This design comes from an exercise in tuning for small area, a short achievable clock period and few clock cycles on the open sky130 flow, not from production work.
Where RTL was checked, it was by simulation tests only, not by an equivalence proof against the original.
Power figures rest on the tool's default switching activity, not on a simulated workload.

## core
module core #(
  parameter int REG_SIZE   = 8,
  parameter int ADDR_SIZE  = 8,
  parameter int INSN_SIZE  = 16,
  parameter int INSN_COUNT = 16
) (
  input  logic                            clk,
  input  logic                            reset,
  input  logic                            init_R0_flag,
  input  logic [REG_SIZE-1:0]             init_R0_data,
  input  logic [INSN_SIZE*INSN_COUNT-1:0] insn_data,
  input  logic                            Start,
  output logic                            Ready,
  output logic [1:0]                      enable_M,
  output logic [ADDR_SIZE-1:0]            addr_M,
  output logic [REG_SIZE-1:0]             wr_data_M,
  input  logic [REG_SIZE-1:0]             rd_data_M,
  input  logic                            ready_M
);
Size in the first run: ~1,800 cells after synthesis, ~440 flip-flops, ~300 I/O pins, about 0.022 mm2 of cells after synthesis.
clock: 10.0 ns
lec_check: 0
cap_margin: 20
core_margin: 2
core_utilization: 55
cts_buf_list: sky130_fd_sc_hd__clkbuf_8
cts_cluster_diameter: 60
cts_cluster_size: 16
slew_margin: 20
tns_end_percent: 10
standard.sh (not shown) runs the stock make flow with config.mk's settings and CLKGATE_MAP_FILE= SYNTH_SCRIPT=/design/flow/synth_recipe.tcl, a recipe that flattens the netlist after the stock synthesis.
==> flow/flow/run.sh <==
#!/bin/bash
# Layout: the standard flow (standard.sh) with three changes:
#  - port buffers of the smallest drive (buffer_ports -buffer_cell buf_1);
#    repair resizes the ones that need more;
#  - no adder cells in synthesis (ADDER_MAP_FILE empty), so abc maps the
#    arithmetic together with the logic around it;
#  - timing repair aims at a larger setup slack margin.
# make's output goes to flow.log; each step's own log is under orfs/logs/.
set -uo pipefail
bash standard.sh "ADDER_MAP_FILE=" "SETUP_SLACK_MARGIN=6.2" \
  "BUFFER_PORTS_ARGS=-buffer_cell sky130_fd_sc_hd__buf_1" finish > flow.log 2>&1
Testbench counts at the start, summed over its fixed seeds: cycles 7,731.
Change:
--- a/flow/design.v
+++ b/flow/design.v
@@ -241,46 +241,44 @@
   always_comb begin
     for (int k = 0; k < 16; k++) nzf[k] = (regs_q[k] != 8'd0);
   end
   assign id_stall = run_q ? ((r_bnz && we2 && rd2_q == ir1_q[11:8]) ||
                              (mul2_q && ((r_use_a && r_fa) || (r_use_b && r_fb))))
                           : s_bnz;
   assign taken    = r_bnz && nzf[ir1_q[11:8]];
   logic [15:0] isnop;
   logic [3:0]  pc_inc1, pc_seq;
-  logic        skip_q, skip_d;
-  function automatic logic nop_op(input logic [3:0] op);
-    nop_op = (op == OP_NOP) || (op >= 4'hB && op <= 4'hE);
-  endfunction
+  logic        skip;
   always_comb begin
-    for (int k = 0; k < 16; k++) isnop[k] = nop_op(buf_q[k][15:12]);
+    for (int k = 0; k < 16; k++)
+      isnop[k] = (buf_q[k][15:12] == OP_NOP) ||
+                 (buf_q[k][15:12] >= 4'hB && buf_q[k][15:12] <= 4'hE);
   end
   assign pc_inc1 = pc1_q + 4'd1;
-  assign pc_seq  = skip_q ? pc1_q + 4'd2 : pc_inc1;
+  always_comb begin
+    skip = 1'b0;
+    for (int k = 0; k < 16; k++) skip = skip | (isnop[k] && pc_inc1 == 4'(k));
+  end
+  assign pc_seq  = skip ? pc1_q + 4'd2 : pc_inc1;
   assign pc_next = run_q ? (taken ? ir1_q[3:0] : pc_seq) : {3'd0, !s_bnz};
   logic [15:0] fsel;
   logic [15:0] fbuf;
-  logic        fnop;
   always_comb begin
     fbuf = '0;
-    fnop = 1'b0;
     for (int k = 0; k < 16; k++) begin
       fsel[k] = taken ? (ir1_q[3:0] == 4'(k)) : (pc_seq == 4'(k));
       fbuf = fbuf | (buf_q[k] & {16{fsel[k]}});
-      fnop = fnop | (fsel[k] && isnop[(k + 1) % 16]);
     end
   end
   assign fetched  = run_q ? fbuf
                           : (s_bnz ? insn_data[15:0] : insn_data[31:16]);
-  assign skip_d   = run_q ? fnop
-                          : (s_bnz ? nop_op(insn_data[31:28]) : nop_op(insn_data[47:44]));
   assign endb     = run_q ? ((fetched[15:12] == OP_STOP) ||
-                             (!taken && (pc1_q == 4'd15 || (pc1_q == 4'd14 && skip_q))))
+                             (!taken && (pc1_q == 4'd15 || (pc1_q == 4'd14 && skip))))
                           : (!s_bnz && insn_data[31:28] == OP_STOP);
   logic ex_load, id_load;
   assign ex_load = run_q ? (idv_q && !id_stall) : (Start && !s_bnz);
   assign id_load = !run_q || (idv_q && !id_stall && !ex_stall);
   always_ff @(posedge clk) begin
     if (reset) begin
       run_q <= 1'b0;
       ld2_q <= 1'b0;
       st2_q <= 1'b0;
@@ -300,19 +298,18 @@
       op2_q  <= op1;
       mul2_q <= ex_load && (op1 == OP_MUL);
       sub2_q <= (op1 == 4'h2);
       rd2_q  <= rd1;
       opa_q  <= vala;
       opb_q  <= valb;
     end
     if (id_load) begin
       ir1_q <= fetched;
-      skip_q <= skip_d;
       pc1_q <= pc_next;
       idv_q <= !endb;
     end
   end
   always_ff @(posedge clk) begin
     if (!run_q) buf_q <= insn_data;
   end
   logic       wen;
   logic [7:0] wd;
Total power came out higher by 16%.
Sequential share of layout area came out lower by 1.5 points.
Clock skew came out higher by 0.0064 ns.
Register-to-register slack degrades by 0.15 ns.
Via count came out higher by 2.7%.
Worst hold slack improves by 0.0087 ns.
Setup slack degrades by 0.15 ns.
Final area came out higher by 2.7%.
Cell count came out higher by 2.9%.
Sequential power came out higher by about 4%.
First-iteration DRC count came out higher by 15%.
Testbench counts after the change, summed over its fixed seeds: cycles 7,731.

Another version of the RTL of core (not shown whole).
Size: roughly 1700 cells after synthesis, roughly 440 flip-flops, roughly 22000 µm² of cells after synthesis.
Settings: LEC_CHECK=0, CAP_MARGIN=20, CORE_MARGIN=2, CORE_UTILIZATION=55, CTS_BUF_LIST=sky130_fd_sc_hd__clkbuf_8, CTS_CLUSTER_DIAMETER=60, CTS_CLUSTER_SIZE=20, SLEW_MARGIN=20, TNS_END_PERCENT=10; clock period 10.0 ns.
Scripts as last shown in full above: flow/flow/run.sh
Testbench counts at the start, summed over its fixed seeds: cycles 7,965.
Edit:
--- a/flow/design.v
+++ b/flow/design.v
@@ -117,26 +117,27 @@
   assign y = {c19, c18, c17, c16, c15, pp2_0, pp1_0, 1'b0};
   core_add8 u_add (.x(x), .y(y), .ci(1'b0), .s(p));
 endmodule
 module core_alu #(
   parameter int W = 8
 ) (
   input  logic [3:0]   op,
-  input  logic         sub,    
   input  logic [W-1:0] a,
   input  logic [W-1:0] b,
   output logic [W-1:0] fast,
   output logic [W-1:0] mul
 );
   localparam logic [3:0] OP_ADD = 4'h1;
   localparam logic [3:0] OP_SUB = 4'h2;
   localparam logic [3:0] OP_AND = 4'h4;
   localparam logic [3:0] OP_OR  = 4'h5;
   localparam logic [3:0] OP_XOR = 4'h6;
+  logic       sub;
   logic [7:0] sum;
+  assign sub = (op == OP_SUB);
   core_add8 u_add (.x(a), .y(b ^ {8{sub}}), .ci(sub), .s(sum));
   core_mul8 u_mul (.a(a), .b(b), .p(mul));
   always_comb begin
     case (op)
       OP_ADD, OP_SUB: fast = sum;
       OP_AND:         fast = a & b;
       OP_OR:          fast = a | b;
@@ -174,21 +175,20 @@
   logic                 run_q;
   logic [15:0][15:0]    buf_q;
   logic [15:0][7:0]     regs_q;
   logic [15:0]          ir1_q;
   logic [3:0]           pc1_q;
   logic                 idv_q;      
   logic [3:0]           op2_q, rd2_q;
-  logic                 ld2_q, st2_q, wr2_q, mul2_q, sub2_q;
+  logic                 ld2_q, st2_q, wr2_q, mul2_q;
   logic [7:0]           opa_q, opb_q;
   logic [7:0] alu_fast, alu_mul, wdata, fwd;
   logic       we2, ex_stall;
   core_alu #(.W(REG_SIZE)) u_alu (
     .op  (op2_q),
-    .sub (sub2_q),
     .a   (opa_q),
     .b   (opb_q),
     .fast(alu_fast),
     .mul (alu_mul)
   );
   assign we2      = wr2_q | ld2_q;
   assign wdata    = ld2_q ? rd_data_M : (mul2_q ? alu_mul : alu_fast);
@@ -277,16 +277,15 @@
         wr2_q <= ex_load && (op1 != OP_NOP) && (op1 <= OP_SET);
       end
     end
   end
   always_ff @(posedge clk) begin
     if (!ex_stall) begin
       op2_q  <= op1;
-      mul2_q <= ex_load && (op1 == OP_MUL);
-      sub2_q <= (op1 == 4'h2);
+      mul2_q <= (op1 == OP_MUL);
       rd2_q  <= rd1;
       opa_q  <= vala;
       opb_q  <= valb;
     end
     if (id_load) begin
       ir1_q <= fetched;
       pc1_q <= pc_next;
Outcome: Sequential cell count decreases by 1. Die area decreases by 2.0%. Core utilization increases by 2.1 points. Setup slack is worse by 0.20 ns. Routed wire length decreases by 6.9%. Final cell count decreases by 1.8%. Clock skew increases by 0.026 ns. Count of clock-buffer cells in the layout decreases by 2. Global-route usage decreases by 1.4 points. Via count decreases by 3.8%. Area after synthesis decreases by 2.0%. Power decreases by 6.0%. Sequential power decreases by about 3%. Final area increases by 0.82%.
No functional check of the RTL was part of the second run of this note.

core, a different RTL version from the one above (not shown whole).
Size: about 1700 cells after synthesis, roughly 0.022 sq mm of cells after synthesis.
==> flow/config.mk <==
export PLATFORM = sky130hd
export DESIGN_NAME = core
export DESIGN_NICKNAME = core
export VERILOG_FILES = /design/flow/design.v
export SDC_FILE = /design/flow/constraint.sdc
export NUM_CORES = 4
export LEC_CHECK = 0
export CAP_MARGIN = 20
export CORE_MARGIN = 2
export CORE_UTILIZATION = 55
export CTS_BUF_LIST = sky130_fd_sc_hd__clkbuf_8
export CTS_CLUSTER_DIAMETER = 60
export CTS_CLUSTER_SIZE = 16
export SLEW_MARGIN = 20
export TNS_END_PERCENT = 10
==> flow/constraint.sdc <==
create_clock -name core_clock -period 10.0 [get_ports {clk}]
set_input_delay 2.0000 -clock core_clock [delete_from_list [all_inputs] [get_ports {clk}]]
set_output_delay 2.0000 -clock core_clock [all_outputs]
set_load 0.01 [all_outputs]
Scripts as last shown in full above: flow/flow/run.sh
Testbench counts at the start, summed over its fixed seeds: cycles 7,731.
Change:
--- a/flow/design.v
+++ b/flow/design.v
@@ -173,35 +173,35 @@
   localparam logic [3:0] OP_STOP = 4'hF;
   logic                 run_q;
   logic [15:0][15:0]    buf_q;
   logic [15:0][7:0]     regs_q;
   logic [15:0]          ir1_q;
   logic [3:0]           pc1_q;
   logic                 idv_q;      
   logic [3:0]           op2_q, rd2_q;
   logic                 ld2_q, st2_q, wr2_q, mul2_q, sub2_q;
-  logic [7:0]           opa_q, opb_q, adr_q;    
+  logic [7:0]           opa_q, opb_q;
   logic [7:0] alu_fast, alu_mul, wdata, fwd;
   logic       we2, ex_stall;
   core_alu #(.W(REG_SIZE)) u_alu (
     .op  (op2_q),
     .sub (sub2_q),
     .a   (opa_q),
     .b   (opb_q),
     .fast(alu_fast),
     .mul (alu_mul)
   );
   assign we2      = wr2_q | ld2_q;
   assign wdata    = ld2_q ? rd_data_M : (mul2_q ? alu_mul : alu_fast);
   assign fwd      = ld2_q ? rd_data_M : alu_fast;
   assign ex_stall = (ld2_q | st2_q) & !ready_M;
   assign enable_M  = {st2_q, ld2_q};
-  assign addr_M    = adr_q;
+  assign addr_M    = ld2_q ? opa_q : opb_q;
   assign wr_data_M = opa_q;
   assign Ready     = !run_q;
   logic [3:0]  r_op, r_aidx, r_bidx, s_op, s_aidx, s_bidx;
   logic        r_use_a, r_use_b, r_fa, r_fb, r_bnz, s_bnz;
   logic [3:0]  op1, rd1, aidx, bidx;
   logic [7:0]  imm1, rda, rdb, vala, valb, fsrc;
   logic        fa, fb, is_set1;
   logic [15:0] nzf;
   logic        taken, id_stall, endb;
@@ -265,46 +265,47 @@
       fsel[k] = taken ? (ir1_q[3:0] == 4'(k)) : (pc_seq == 4'(k));
       fbuf = fbuf | (buf_q[k] & {16{fsel[k]}});
     end
   end
   assign fetched  = run_q ? fbuf
                           : (s_bnz ? insn_data[15:0] : insn_data[31:16]);
   assign endb     = run_q ? ((fetched[15:12] == OP_STOP) ||
                              (!taken && (pc1_q == 4'd15 || (pc1_q == 4'd14 && skip))))
                           : (!s_bnz && insn_data[31:28] == OP_STOP);
-  logic ex_load, id_load;
+  logic ex_load, id_load, fin;
+  assign fin     = idv_q && !id_stall && endb &&
+                   ((r_bnz && !taken) || r_op == OP_NOP || (r_op >= 4'hB && r_op <= 4'hE));
   assign ex_load = run_q ? (idv_q && !id_stall) : (Start && !s_bnz);
   assign id_load = !run_q || (idv_q && !id_stall && !ex_stall);
   always_ff @(posedge clk) begin
     if (reset) begin
       run_q <= 1'b0;
       ld2_q <= 1'b0;
       st2_q <= 1'b0;
       wr2_q <= 1'b0;
     end else begin
       if (!run_q) run_q <= Start && (s_op != OP_STOP);
-      else if (!ex_stall && !idv_q) run_q <= 1'b0;
+      else if (!ex_stall && (!idv_q || fin)) run_q <= 1'b0;
       if (!ex_stall) begin
         ld2_q <= ex_load && (op1 == OP_LD);
         st2_q <= ex_load && (op1 == OP_ST);
         wr2_q <= ex_load && (op1 != OP_NOP) && (op1 <= OP_SET);
       end
     end
   end
   always_ff @(posedge clk) begin
     if (!ex_stall) begin
       op2_q  <= op1;
       mul2_q <= ex_load && (op1 == OP_MUL);
       sub2_q <= (op1 == 4'h2);
       rd2_q  <= rd1;
       opa_q  <= vala;
       opb_q  <= valb;
-      adr_q  <= (op1 == OP_LD) ? vala : valb;
     end
     if (id_load) begin
       ir1_q <= fetched;
       pc1_q <= pc_next;
       idv_q <= !endb;
     end
   end
   always_ff @(posedge clk) begin
     if (!run_q) buf_q <= insn_data;
What happened:
- die area goes down slightly
- worst setup slack is worse by 57 ps
- final area falls by a few percent
- count of clock-buffer cells in the layout shrinks by 1
- clock power is about the same
- area after synthesis went down slightly
- power shrinks by a few percent
Testbench counts after the change, summed over its fixed seeds: cycles 7,675.

core with an RTL version that a note above also has.
Size in the first run: about 440 flip-flops, about 300 I/O pins, about 22000 um^2 of cells after synthesis.
export LEC_CHECK = 0
export CAP_MARGIN = 20
export CORE_MARGIN = 2
export CORE_UTILIZATION = 55
export CTS_BUF_LIST = sky130_fd_sc_hd__clkbuf_8
export CTS_CLUSTER_DIAMETER = 60
export CTS_CLUSTER_SIZE = 16
export SLEW_MARGIN = 20
export TNS_END_PERCENT = 10
create_clock -name core_clock -period 10.0 [get_ports {clk}]
==> flow/flow/run.sh <==
#!/bin/bash
# Layout: the standard flow (standard.sh) with three changes:
#  - port buffers of the smallest drive (buffer_ports -buffer_cell buf_1);
#    repair resizes the ones that need more;
#  - no adder cells in synthesis (ADDER_MAP_FILE empty), so abc maps the
#    arithmetic together with the logic around it;
#  - timing repair aims at a larger setup slack margin, and runs after
#    global routing only (not after clock tree synthesis).
# make's output goes to flow.log; each step's own log is under orfs/logs/.
set -uo pipefail
bash standard.sh "ADDER_MAP_FILE=" "SETUP_SLACK_MARGIN=6.2" "SKIP_CTS_REPAIR_TIMING=1" \
  "BUFFER_PORTS_ARGS=-buffer_cell sky130_fd_sc_hd__buf_1" finish > flow.log 2>&1
The first run finished clean.
Testbench counts at the start, summed over its fixed seeds: cycles 7,731.
Edit:
--- a/flow/design.v
+++ b/flow/design.v
@@ -239,48 +239,50 @@
   assign vala = fa ? fsrc : rda;
   assign valb = is_set1 ? imm1 : (fb ? fsrc : rdb);
   always_comb begin
     for (int k = 0; k < 16; k++) nzf[k] = (regs_q[k] != 8'd0);
   end
   assign id_stall = run_q ? ((r_bnz && we2 && rd2_q == ir1_q[11:8]) ||
                              (mul2_q && ((r_use_a && r_fa) || (r_use_b && r_fb))))
                           : s_bnz;
   assign taken    = r_bnz && nzf[ir1_q[11:8]];
   logic [15:0] isnop;
   logic [3:0]  pc_inc1, pc_seq;
-  logic        skip;
+  logic        skip_q, skip_d;
+  function automatic logic nop_op(input logic [3:0] op);
+    nop_op = (op == OP_NOP) || (op >= 4'hB && op <= 4'hE);
+  endfunction
   always_comb begin
-    for (int k = 0; k < 16; k++)
-      isnop[k] = (buf_q[k][15:12] == OP_NOP) ||
-                 (buf_q[k][15:12] >= 4'hB && buf_q[k][15:12] <= 4'hE);
+    for (int k = 0; k < 16; k++) isnop[k] = nop_op(buf_q[k][15:12]);
   end
   assign pc_inc1 = pc1_q + 4'd1;
-  always_comb begin
-    skip = 1'b0;
-    for (int k = 0; k < 16; k++) skip = skip | (isnop[k] && pc_inc1 == 4'(k));
-  end
-  assign pc_seq  = skip ? pc1_q + 4'd2 : pc_inc1;
+  assign pc_seq  = skip_q ? pc1_q + 4'd2 : pc_inc1;
   assign pc_next = run_q ? (taken ? ir1_q[3:0] : pc_seq) : {3'd0, !s_bnz};
   logic [15:0] fsel;
   logic [15:0] fbuf;
+  logic        fnop;
   always_comb begin
     fbuf = '0;
+    fnop = 1'b0;
     for (int k = 0; k < 16; k++) begin
       fsel[k] = taken ? (ir1_q[3:0] == 4'(k)) : (pc_seq == 4'(k));
       fbuf = fbuf | (buf_q[k] & {16{fsel[k]}});
+      fnop = fnop | (fsel[k] && isnop[(k + 1) % 16]);
     end
   end
   assign fetched  = run_q ? fbuf
                           : (s_bnz ? insn_data[15:0] : insn_data[31:16]);
+  assign skip_d   = run_q ? fnop
+                          : (s_bnz ? nop_op(insn_data[31:28]) : nop_op(insn_data[47:44]));
   assign endb     = run_q ? ((fetched[15:12] == OP_STOP) ||
-                             (!taken && (pc1_q == 4'd15 || (pc1_q == 4'd14 && skip))))
+                             (!taken && (pc1_q == 4'd15 || (pc1_q == 4'd14 && skip_q))))
                           : (!s_bnz && insn_data[31:28] == OP_STOP);
   logic ex_load, id_load;
   assign ex_load = run_q ? (idv_q && !id_stall) : (Start && !s_bnz);
   assign id_load = !run_q || (idv_q && !id_stall && !ex_stall);
   always_ff @(posedge clk) begin
     if (reset) begin
       run_q <= 1'b0;
       ld2_q <= 1'b0;
       st2_q <= 1'b0;
       wr2_q <= 1'b0;
     end else begin
@@ -296,22 +298,23 @@
   always_ff @(posedge clk) begin
     if (!ex_stall) begin
       op2_q  <= op1;
       mul2_q <= ex_load && (op1 == OP_MUL);
       sub2_q <= (op1 == 4'h2);
       rd2_q  <= rd1;
       opa_q  <= vala;
       opb_q  <= valb;
     end
     if (id_load) begin
       ir1_q <= fetched;
+      skip_q <= skip_d;
       pc1_q <= pc_next;
       idv_q <= !endb;
     end
   end
   always_ff @(posedge clk) begin
     if (!run_q) buf_q <= insn_data;
   end
   logic       wen;
   logic [7:0] wd;
   always_comb begin
     if (reset) begin
=> The new run completed with no timing, DRC or antenna violations. Setup slack is worse by 120 ps. Sequential cell count rose by 1. Clock skew barely changes. Area after synthesis rose slightly. Global-route usage fell by 0.76 points. Power fell by roughly a tenth.
Testbench counts after the change, summed over its fixed seeds: cycles 7,731.

static timing again, ports no longer ideal:
No port has a modelled driver above. Below, the same layouts with a new extraction and two added sets of constraints.
Step 1 sets driving cells, clkbuf_16 on the clock port and buf_2 on the other inputs (assumed; they add their load-dependent delay and slew).
Step 2 moves the port delays by t, midway between the first and last clock arrival at a register: inputs arrive t later, outputs are due t later. That takes back most of the time a late clock gives input paths.
a / b / c = ideal ports / drivers / drivers and shift; a / b = the first two.
run	shift t [ns]	setup slack, ns	latest minus earliest clock arrival (ns)
the first run of note 1	0.681	6.032 / 6.049 / 5.368	0.046 / 0.047
the second run of note 1	0.692	5.885 / 5.874 / 5.222	0.061 / 0.061
the first run of note 2	0.738	6.118 / 6.070 / 5.374	0.033 / 0.032
the second run of note 2	0.733	5.922 / 5.922 / 5.293	0.060 / 0.060
the first run of note 3	0.688	5.850 / 5.850 / 5.332	0.067 / 0.068
the second run of note 3	0.683	5.793 / 5.795 / 5.112	0.033 / 0.033
the first run of note 4	0.691	5.852 / 5.884 / 5.193	0.056 / 0.056
the second run of note 4	0.683	5.734 / 5.760 / 5.077	0.053 / 0.053
After both steps setup and hold are still met in every run listed. For the first run of note 2, which loses most, drivers alone change the setup slack by -0.048 ns; drivers and shift together by -0.744 ns.
